This is an optimization exercise on Yosys and OpenROAD, whose aim is small area, not a production implementation.
Only simulation tests tie the RTL to the original design; equivalence was not proved.
Power figures rest on the tool's default switching activity, not on a simulated workload.

==> run a <==
==> flow/design.v <==
module gpio_mux_ctrl #(
   parameter int          NUM_TEAMS    = 12,
   parameter int          NUM_PINS     = 34,
   parameter logic [31:0] BASE_ADDR    = 32'h3000_0000,
   parameter int          BLANK_CYCLES = 4
) (
   input  logic                          wb_clk_i,
   input  logic                          wb_rst_ni,
   input  logic                          wbs_stb_i,
   input  logic                          wbs_cyc_i,
   input  logic                          wbs_we_i,
   input  logic [3:0]                    wbs_sel_i,
   input  logic [31:0]                   wbs_dat_i,
   input  logic [31:0]                   wbs_adr_i,
   output logic                          wbs_ack_o,
   output logic [31:0]                   wbs_dat_o,
   input  logic [NUM_TEAMS*NUM_PINS-1:0] designs_gpio_out,
   input  logic [NUM_TEAMS*NUM_PINS-1:0] designs_gpio_oeb,
   output logic [NUM_PINS-1:0]           gpio_out,
   output logic [NUM_PINS-1:0]           gpio_oeb,
   output logic                          busy_o
);
   localparam int NUM_WORDS = (NUM_PINS + 3) / 4;
   localparam logic [5:0] CTRL_WORD = 6'h20;
   function automatic logic [3:0] enc(input logic [7:0] v);
      logic lowgrp;
      if (v > 8'd12) begin
         enc = 4'd0;
      end else begin
         lowgrp = (v[3:2] == 2'b00) & (v[1:0] != 2'b00);
         enc = {v[3] | lowgrp, v[2] | lowgrp, v[1:0]};
      end
   endfunction
   function automatic logic [3:0] dec(input logic [3:0] c);
      if ((c[3:2] == 2'b11) && (c[1:0] != 2'b00)) begin
         dec = {2'b00, c[1:0]};
      end else begin
         dec = c;
      end
   endfunction
   logic [2:0]                cnt_r;
   logic [NUM_PINS-1:0]       blank_r;
   logic [NUM_PINS-1:0][3:0]  shadow_r;
   logic [NUM_PINS-1:0][3:0]  active_r;
   logic                      ack_r;
   logic [3:0][3:0]           dat_r;
   logic                      req_s;
   logic                      hit_s;
   logic [5:0]                word_s;
   logic                      wr_s;
   logic                      busy_s;
   logic                      last_s;
   logic                      any_diff_s;
   logic                      commit_s;
   logic                      commit_n_s;
   logic                      keep_s;
   logic [NUM_PINS-1:0]       diff_s;
   logic [NUM_PINS-1:0][3:0]  shadow_d_s;
   logic [NUM_PINS-1:0][3:0]  active_d_s;
   logic [NUM_PINS-1:0]       blank_d_s;
   logic [3:0][3:0]           wcode_s;
   logic [3:0]                bsel_s, bsel_n_s;
   logic [NUM_WORDS-1:0]      wsel_s, wsel_n_s;
   logic [NUM_WORDS-1:0]      rsel_s;
   logic                      rctl_s;
   logic [NUM_WORDS*4-1:0][3:0] shadow_pad_s;
   logic [3:0][3:0]           rcode_s;
   logic [3:0][3:0]           rd_s;
   assign req_s      = wbs_stb_i & wbs_cyc_i & ~ack_r;
   assign hit_s      = (wbs_adr_i[31:8] == BASE_ADDR[31:8]);
   assign word_s     = wbs_adr_i[7:2];
   assign wr_s       = req_s & wbs_we_i & hit_s;
   assign busy_s     = (cnt_r != 3'd0);
   assign last_s     = cnt_r[0] & ~cnt_r[1];
   assign any_diff_s = |diff_s;
   assign commit_s   = wr_s & (word_s == CTRL_WORD) & wbs_sel_i[0] & wbs_dat_i[0] & ~busy_s;
   assign commit_n_s = ~commit_s;
   assign keep_s     = ~last_s & ~commit_s;
   for (genvar b = 0; b < 4; b++) begin : g_lane
      assign wcode_s[b]  = enc(wbs_dat_i[8*b +: 8]);
      assign bsel_s[b]   = wr_s & wbs_sel_i[b];
      assign bsel_n_s[b] = ~bsel_s[b];
   end
   for (genvar k = 0; k < NUM_WORDS; k++) begin : g_wsel
      assign wsel_s[k]   = (word_s == 6'(k));
      assign wsel_n_s[k] = ~wsel_s[k];
   end
   for (genvar p = 0; p < NUM_PINS; p++) begin : g_pin
      localparam int         BYTE = p % 4;
      localparam logic [5:0] WORD = 6'(p / 4);
      logic       we, we_n;
      logic       s1, s2, s3, unown, own;
      logic [3:0] zo, ze;
      logic       mo, me;
      gmc_nand2 u_wn (.a(wsel_s[p/4]), .b(bsel_s[BYTE]), .y(we_n));
      gmc_nor2  u_we (.a(wsel_n_s[p/4]), .b(bsel_n_s[BYTE]), .y(we));
      for (genvar i = 0; i < 4; i++) begin : g_bit
         gmc_ao22 u_sh (.a1(we), .a2(wcode_s[BYTE][i]), .b1(we_n), .b2(shadow_r[p][i]),
                        .y(shadow_d_s[p][i]));
         gmc_ao22 u_ac (.a1(commit_s), .a2(shadow_r[p][i]), .b1(commit_n_s),
                        .b2(active_r[p][i]), .y(active_d_s[p][i]));
      end
      gmc_ne4 u_ne (.a(shadow_r[p]), .b(active_r[p]), .y(diff_s[p]));
      gmc_ao22 u_bl (.a1(commit_s), .a2(diff_s[p]), .b1(keep_s), .b2(blank_r[p]),
                     .y(blank_d_s[p]));
      gmc_nor2b u_s1 (.a(active_r[p][3]), .bn(active_r[p][2]), .y(s1));
      gmc_nor2b u_s2 (.a(active_r[p][2]), .bn(active_r[p][3]), .y(s2));
      gmc_and2  u_s3 (.a(active_r[p][3]), .b(active_r[p][2]), .y(s3));
      gmc_nor2  u_un (.a(active_r[p][3]), .b(active_r[p][2]), .y(unown));
      gmc_nor2  u_ow (.a(unown), .b(blank_r[p]), .y(own));
      for (genvar l = 0; l < 4; l++) begin : g_lo
         localparam int T1 = 3 + l;
         localparam int T2 = 7 + l;
         localparam int T3 = (l == 0) ? 11 : l - 1;
         gmc_aoi222 u_o (.s1(s1), .s2(s2), .s3(s3),
                         .d1(designs_gpio_out[T1*NUM_PINS + p]),
                         .d2(designs_gpio_out[T2*NUM_PINS + p]),
                         .d3(designs_gpio_out[T3*NUM_PINS + p]), .y(zo[l]));
         gmc_aoi222 u_e (.s1(s1), .s2(s2), .s3(s3),
                         .d1(designs_gpio_oeb[T1*NUM_PINS + p]),
                         .d2(designs_gpio_oeb[T2*NUM_PINS + p]),
                         .d3(designs_gpio_oeb[T3*NUM_PINS + p]), .y(ze[l]));
      end
      gmc_mux4 u_mo (.d(zo), .s(active_r[p][1:0]), .y(mo));
      gmc_mux4 u_me (.d(ze), .s(active_r[p][1:0]), .y(me));
      gmc_nor2 u_io (.a(mo), .b(blank_r[p]), .y(gpio_out[p]));
      gmc_nand2 u_ie (.a(me), .b(own), .y(gpio_oeb[p]));
      assign shadow_pad_s[p] = shadow_r[p];
   end
   for (genvar p = NUM_PINS; p < NUM_WORDS*4; p++) begin : g_pad
      assign shadow_pad_s[p] = 4'd0;
   end
   for (genvar k = 0; k < NUM_WORDS; k++) begin : g_rsel
      assign rsel_s[k] = req_s & hit_s & (word_s == 6'(k));
   end
   assign rctl_s = req_s & hit_s & (word_s == CTRL_WORD) & busy_s;
   for (genvar b = 0; b < 4; b++) begin : g_rd
      for (genvar i = 0; i < 4; i++) begin : g_bit
         logic [NUM_WORDS-1:0] col;
         for (genvar k = 0; k < NUM_WORDS; k++) begin : g_w
            assign col[k] = shadow_pad_s[4*k + b][i];
         end
         if (b < NUM_PINS - 4*(NUM_WORDS-1)) begin : g_9
            gmc_andor9 u_ao (.s(rsel_s), .d(col), .y(rcode_s[b][i]));
         end else begin : g_8
            gmc_andor8 u_ao (.s(rsel_s[7:0]), .d(col[7:0]), .y(rcode_s[b][i]));
         end
      end
      if (b == 0) begin : g_ctl
         assign rd_s[b] = dec(rcode_s[b]) | {2'b00, rctl_s, 1'b0};
      end else begin : g_dat
         assign rd_s[b] = dec(rcode_s[b]);
      end
   end
   always_ff @(posedge wb_clk_i or negedge wb_rst_ni) begin
      if (!wb_rst_ni) begin
         ack_r <= 1'b0;
         dat_r <= '0;
      end else begin
         ack_r <= req_s;
         dat_r <= rd_s;
      end
   end
   always_ff @(posedge wb_clk_i or negedge wb_rst_ni) begin
      if (!wb_rst_ni) begin
         cnt_r <= 3'd0;
      end else if (busy_s) begin
         cnt_r <= {~cnt_r[0], cnt_r[2], cnt_r[1]};
      end else begin
         cnt_r <= {commit_s & any_diff_s, 1'b0, commit_s & ~any_diff_s};
      end
   end
   always_ff @(posedge wb_clk_i or negedge wb_rst_ni) begin
      if (!wb_rst_ni) begin
         shadow_r <= '0;
         active_r <= '0;
      end else begin
         shadow_r <= shadow_d_s;
         active_r <= active_d_s;
      end
   end
   always_ff @(posedge wb_clk_i) begin
      blank_r <= blank_d_s;
   end
   for (genvar b = 0; b < 4; b++) begin : g_dat
      assign wbs_dat_o[8*b +: 8] = {4'd0, dat_r[b]};
   end
   assign wbs_ack_o = ack_r;
   assign busy_o    = busy_s;
endmodule
module gmc_ao22 (
   input  logic a1, a2, b1, b2,
   output logic y
);
   assign y = (a1 & a2) | (b1 & b2);
endmodule
module gmc_ne4 (
   input  logic [3:0] a, b,
   output logic       y
);
   assign y = |(a ^ b);
endmodule
module gmc_nor2b (
   input  logic a, bn,
   output logic y
);
   assign y = ~(a | ~bn);
endmodule
module gmc_and2 (
   input  logic a, b,
   output logic y
);
   assign y = a & b;
endmodule
module gmc_nor2 (
   input  logic a, b,
   output logic y
);
   assign y = ~(a | b);
endmodule
module gmc_nand3 (
   input  logic a, b, c,
   output logic y
);
   assign y = ~(a & b & c);
endmodule
module gmc_aoi222 (
   input  logic s1, s2, s3, d1, d2, d3,
   output logic y
);
   assign y = ~((s1 & d1) | (s2 & d2) | (s3 & d3));
endmodule
module gmc_mux4 (
   input  logic [3:0] d,
   input  logic [1:0] s,
   output logic       y
);
   assign y = d[s];
endmodule
module gmc_nand2 (
   input  logic a, b,
   output logic y
);
   assign y = ~(a & b);
endmodule
module gmc_andor9 (
   input  logic [8:0] s, d,
   output logic       y
);
   logic [2:0] z;
   for (genvar g = 0; g < 3; g++) begin : g_grp
      gmc_aoi222 u_a (.s1(s[3*g]), .s2(s[3*g+1]), .s3(s[3*g+2]),
                      .d1(d[3*g]), .d2(d[3*g+1]), .d3(d[3*g+2]), .y(z[g]));
   end
   gmc_nand3 u_n (.a(z[0]), .b(z[1]), .c(z[2]), .y(y));
endmodule
module gmc_andor8 (
   input  logic [7:0] s, d,
   output logic       y
);
   logic [2:0] z;
   for (genvar g = 0; g < 2; g++) begin : g_grp
      gmc_aoi222 u_a (.s1(s[3*g]), .s2(s[3*g+1]), .s3(s[3*g+2]),
                      .d1(d[3*g]), .d2(d[3*g+1]), .d3(d[3*g+2]), .y(z[g]));
   end
   gmc_aoi22 u_b (.s1(s[6]), .s2(s[7]), .d1(d[6]), .d2(d[7]), .y(z[2]));
   gmc_nand3 u_n (.a(z[0]), .b(z[1]), .c(z[2]), .y(y));
endmodule
module gmc_aoi22 (
   input  logic s1, s2, d1, d2,
   output logic y
);
   assign y = ~((s1 & d1) | (s2 & d2));
endmodule
==> flow/flow/run.sh <==
#!/bin/bash
# Standard ORFS layout with three changes:
#  - after the standard synthesis, every combinational cell is given the
#    smallest-area variant of its family (the resizer upsizes where timing,
#    slew or load needs it); registers keep their cells;
#  - the port buffers are the smallest buffer (buf_1);
#  - the clock tree uses small clock buffers, sink clusters of at most 8 and
#    no dummy loads.
set -euo pipefail
R=orfs/results/sky130hd/gpio_mux_ctrl/base
ARGS=('BUFFER_PORTS_ARGS=-buffer_cell sky130_fd_sc_hd__buf_1'
      'CTS_ARGS=-sink_clustering_enable -repair_clock_nets -dont_use_dummy_load -buf_list sky130_fd_sc_hd__clkbuf_4 -sink_clustering_size 8 -sink_clustering_max_diameter 50')
bash standard.sh "${ARGS[@]}" synth > log_synth.log 2>&1
python3 flow/downsize.py "$FLOW_HOME/platforms/sky130hd/lib/sky130_fd_sc_hd__tt_025C_1v80.lib" \
   "$R/1_2_yosys.v" > log_downsize.log 2>&1
rm -f "$R/1_synth.odb" "$R/1_synth.sdc"
bash standard.sh "${ARGS[@]}" SKIP_REPAIR_TIE_FANOUT=1 finish > log_finish.log 2>&1
==> flow/flow/downsize.py <==
#!/usr/bin/env python3
"""Give every combinational cell in a mapped netlist the smallest-area variant
of its family (same function and pins, other drive strength). Registers keep
their cell. Usage: downsize.py LIB NETLIST (rewritten in place)."""
import re
import sys
from collections import defaultdict

lib_path, net_path = sys.argv[1], sys.argv[2]
lib = open(lib_path).read()
area, pins, seq = {}, {}, set()
for m in re.finditer(r'\n\s*cell\s*\(\s*"?(\w+)"?\s*\)\s*\{', lib):
    name = m.group(1)
    start = m.end()
    nxt = lib.find('\n    cell', start)
    body = lib[start:nxt if nxt > 0 else len(lib)]
    a = re.search(r'area\s*:\s*([\d.]+)', body)
    if not a:
        continue
    area[name] = float(a.group(1))
    pins[name] = tuple(sorted(re.findall(r'\bpin\s*\(\s*"?(\w+)"?\s*\)', body)))
    funcs = tuple(sorted(re.findall(r'function\s*:\s*"([^"]*)"', body)))
    pins[name] = (pins[name], funcs)
    if re.search(r'\b(ff|latch|statetable)\s*\(', body):
        seq.add(name)

fam = defaultdict(list)
for n in area:
    if 'lpflow' in n or 'probe' in n or n in seq:
        continue
    m = re.match(r'(sky130_fd_sc_hd__\w+?)_(\d+)$', n)
    if m:
        fam[m.group(1)].append(n)

best = {}
for f, cells in fam.items():
    for c in cells:
        same = [d for d in cells if pins[d] == pins[c]]
        best[c] = min(same, key=lambda d: (area[d], d != c, d))

net = open(net_path).read()
count = defaultdict(int)


def sub(m):
    c = m.group(1)
    b = best.get(c, c)
    if b != c:
        count[(c, b)] += 1
    return b + m.group(2)


net = re.sub(r'\b(sky130_fd_sc_hd__\w+)(\s+\S+\s*\()', sub, net)
open(net_path, 'w').write(net)
for (c, b), n in sorted(count.items()):
    print(f'{n:5d} {c} -> {b}')
==> flow/standard.sh <==
#!/bin/bash
# synth_recipe.tcl (not shown) runs the flow's synth.tcl, then flattens the netlist and writes it again
# the make line also repeats each setting of config.mk as NAME=value (left out here)
make -C /OpenROAD-flow-scripts/flow DESIGN_CONFIG=/design/flow/config.mk WORK_HOME=/design/flow/orfs CLKGATE_MAP_FILE= SYNTH_SCRIPT=/design/flow/synth_recipe.tcl "${@:-finish}"
==> flow/config.mk <==
export PLATFORM = sky130hd
export DESIGN_NAME = gpio_mux_ctrl
export DESIGN_NICKNAME = gpio_mux_ctrl
export VERILOG_FILES = /design/flow/design.v
export SDC_FILE = /design/flow/constraint.sdc
export NUM_CORES = 4
export LEC_CHECK = 0
export CAP_MARGIN = 20
export CORE_AREA = 10 10 350 350
export DIE_AREA = 0 0 360 360
export SLEW_MARGIN = 20
export SYNTH_HIERARCHICAL = 1
==> flow/constraint.sdc <==
create_clock -name core_clock -period 7.0 [get_ports {wb_clk_i}]
set_input_delay 1.4000 -clock core_clock [delete_from_list [all_inputs] [get_ports {wb_clk_i}]]
set_output_delay 1.4000 -clock core_clock [all_outputs]
set_load 0.01 [all_outputs]
==> inputs of run b, as changes to run a <==
--- a/flow/flow/run.sh
+++ b/flow/flow/run.sh
@@ -11,7 +11,10 @@
 ARGS=('BUFFER_PORTS_ARGS=-buffer_cell sky130_fd_sc_hd__buf_1'
       'CTS_ARGS=-sink_clustering_enable -repair_clock_nets -dont_use_dummy_load -buf_list sky130_fd_sc_hd__clkbuf_4 -sink_clustering_size 8 -sink_clustering_max_diameter 50')
+# Layout steps only (not synthesis): also keep the resizer off the largest
+# buffers and inverters.
+DONT_USE=(sky130_fd_sc_hd__probe_p_8 sky130_fd_sc_hd__probec_p_8 sky130_fd_sc_hd__lpflow_bleeder_1 sky130_fd_sc_hd__lpflow_clkbufkapwr_1 sky130_fd_sc_hd__lpflow_clkbufkapwr_16 sky130_fd_sc_hd__lpflow_clkbufkapwr_2 sky130_fd_sc_hd__lpflow_clkbufkapwr_4 sky130_fd_sc_hd__lpflow_clkbufkapwr_8 sky130_fd_sc_hd__lpflow_clkinvkapwr_1 sky130_fd_sc_hd__lpflow_clkinvkapwr_16 sky130_fd_sc_hd__lpflow_clkinvkapwr_2 sky130_fd_sc_hd__lpflow_clkinvkapwr_4 sky130_fd_sc_hd__lpflow_clkinvkapwr_8 sky130_fd_sc_hd__lpflow_decapkapwr_12 sky130_fd_sc_hd__lpflow_decapkapwr_3 sky130_fd_sc_hd__lpflow_decapkapwr_4 sky130_fd_sc_hd__lpflow_decapkapwr_6 sky130_fd_sc_hd__lpflow_decapkapwr_8 sky130_fd_sc_hd__lpflow_inputiso0n_1 sky130_fd_sc_hd__lpflow_inputiso0p_1 sky130_fd_sc_hd__lpflow_inputiso1n_1 sky130_fd_sc_hd__lpflow_inputiso1p_1 sky130_fd_sc_hd__lpflow_inputisolatch_1 sky130_fd_sc_hd__lpflow_isobufsrc_1 sky130_fd_sc_hd__lpflow_isobufsrc_16 sky130_fd_sc_hd__lpflow_isobufsrc_2 sky130_fd_sc_hd__lpflow_isobufsrc_4 sky130_fd_sc_hd__lpflow_isobufsrc_8 sky130_fd_sc_hd__lpflow_isobufsrckapwr_16 sky130_fd_sc_hd__lpflow_lsbuf_lh_hl_isowell_tap_1 sky130_fd_sc_hd__lpflow_lsbuf_lh_hl_isowell_tap_2 sky130_fd_sc_hd__lpflow_lsbuf_lh_hl_isowell_tap_4 sky130_fd_sc_hd__lpflow_lsbuf_lh_isowell_4 sky130_fd_sc_hd__lpflow_lsbuf_lh_isowell_tap_1 sky130_fd_sc_hd__lpflow_lsbuf_lh_isowell_tap_2 sky130_fd_sc_hd__lpflow_lsbuf_lh_isowell_tap_4 sky130_fd_sc_hd__fill_1 sky130_fd_sc_hd__fill_2 sky130_fd_sc_hd__fill_4 sky130_fd_sc_hd__fill_8 sky130_fd_sc_hd__buf_6 sky130_fd_sc_hd__buf_8 sky130_fd_sc_hd__buf_12 sky130_fd_sc_hd__buf_16 sky130_fd_sc_hd__bufinv_8 sky130_fd_sc_hd__bufinv_16 sky130_fd_sc_hd__inv_8 sky130_fd_sc_hd__inv_12 sky130_fd_sc_hd__inv_16 sky130_fd_sc_hd__clkinv_8 sky130_fd_sc_hd__clkinv_16)
 bash standard.sh "${ARGS[@]}" synth > log_synth.log 2>&1
 python3 flow/downsize.py "$FLOW_HOME/platforms/sky130hd/lib/sky130_fd_sc_hd__tt_025C_1v80.lib" \
    "$R/1_2_yosys.v" > log_downsize.log 2>&1
 rm -f "$R/1_synth.odb" "$R/1_synth.sdc"
-bash standard.sh "${ARGS[@]}" SKIP_REPAIR_TIE_FANOUT=1 finish > log_finish.log 2>&1
+bash standard.sh "${ARGS[@]}" "DONT_USE_CELLS=${DONT_USE[*]}" finish > log_finish.log 2>&1
==> comparison table <==
| metric | run b | run a |
|---|---|---|
| Run status | timing/DRC/antenna clean | timing/DRC/antenna clean |
| Maximum frequency from static timing analysis | 196 MHz | 199 MHz |
| Worst R2R Start | cnt_r[1] | ack_r |
| Flip-flop and latch share of the layout cell area | 0.316 | 0.318 |
| Reg2reg end | active_r[122] | dat_r[14] |
| Fraction of power consumed by sequential logic | 0.600 | 0.596 |
| Maximum number of pins on one net before global-route repair | 117 | 172 |
| Post-route worst hold slack | 0.408 ns | 0.400 ns |
| Detailed-router iteration count before antenna repair | 10 | 13 |
| Net count, final | 3,586 | 3,558 |
| Multi-input combinational cell area | 11,100 um^2 | 11,000 um^2 |
| Number of buffers added by the clock tree synthesis step | 49 | 51 |
| Critical Path Max Stage Delay | 0.90 ns | 0.83 ns |

==> afterwards: timing with drivers on the ports <==
The flow's constraints put no driver on any port. The routed layouts listed below were extracted and timed again, unchanged, in two steps. Step 1 sets driving cells, clkbuf_16 on the clock port and buf_2 on the other inputs (assumed; they add their load-dependent delay and slew). Step 2 adds t to the input delays and takes it off the output delays; t is the mean of the earliest and latest rising clock arrival at the registers after step 1. Input paths then give back, and output paths get back, about the clock's delay inside the block. Slacks: ideal / step 1 / step 2; pairs: ideal / step 1.
run | t, ns | setup slack, ns | hold WS [ns] | worst register clock-pin slew, ns
run a | 0.790 | 1.973 / 1.916 / 1.614 | 0.400 / 0.400 / 0.400 | 0.11 / 0.11
run b | 0.741 | 1.905 / 1.834 / 1.915 | 0.408 / 0.408 / 0.408 | 0.11 / 0.11
After both steps setup and hold are still met in every run listed. The setup slack of run a, which loses most, moves by -0.057 ns with the drivers and by -0.359 ns with both steps.
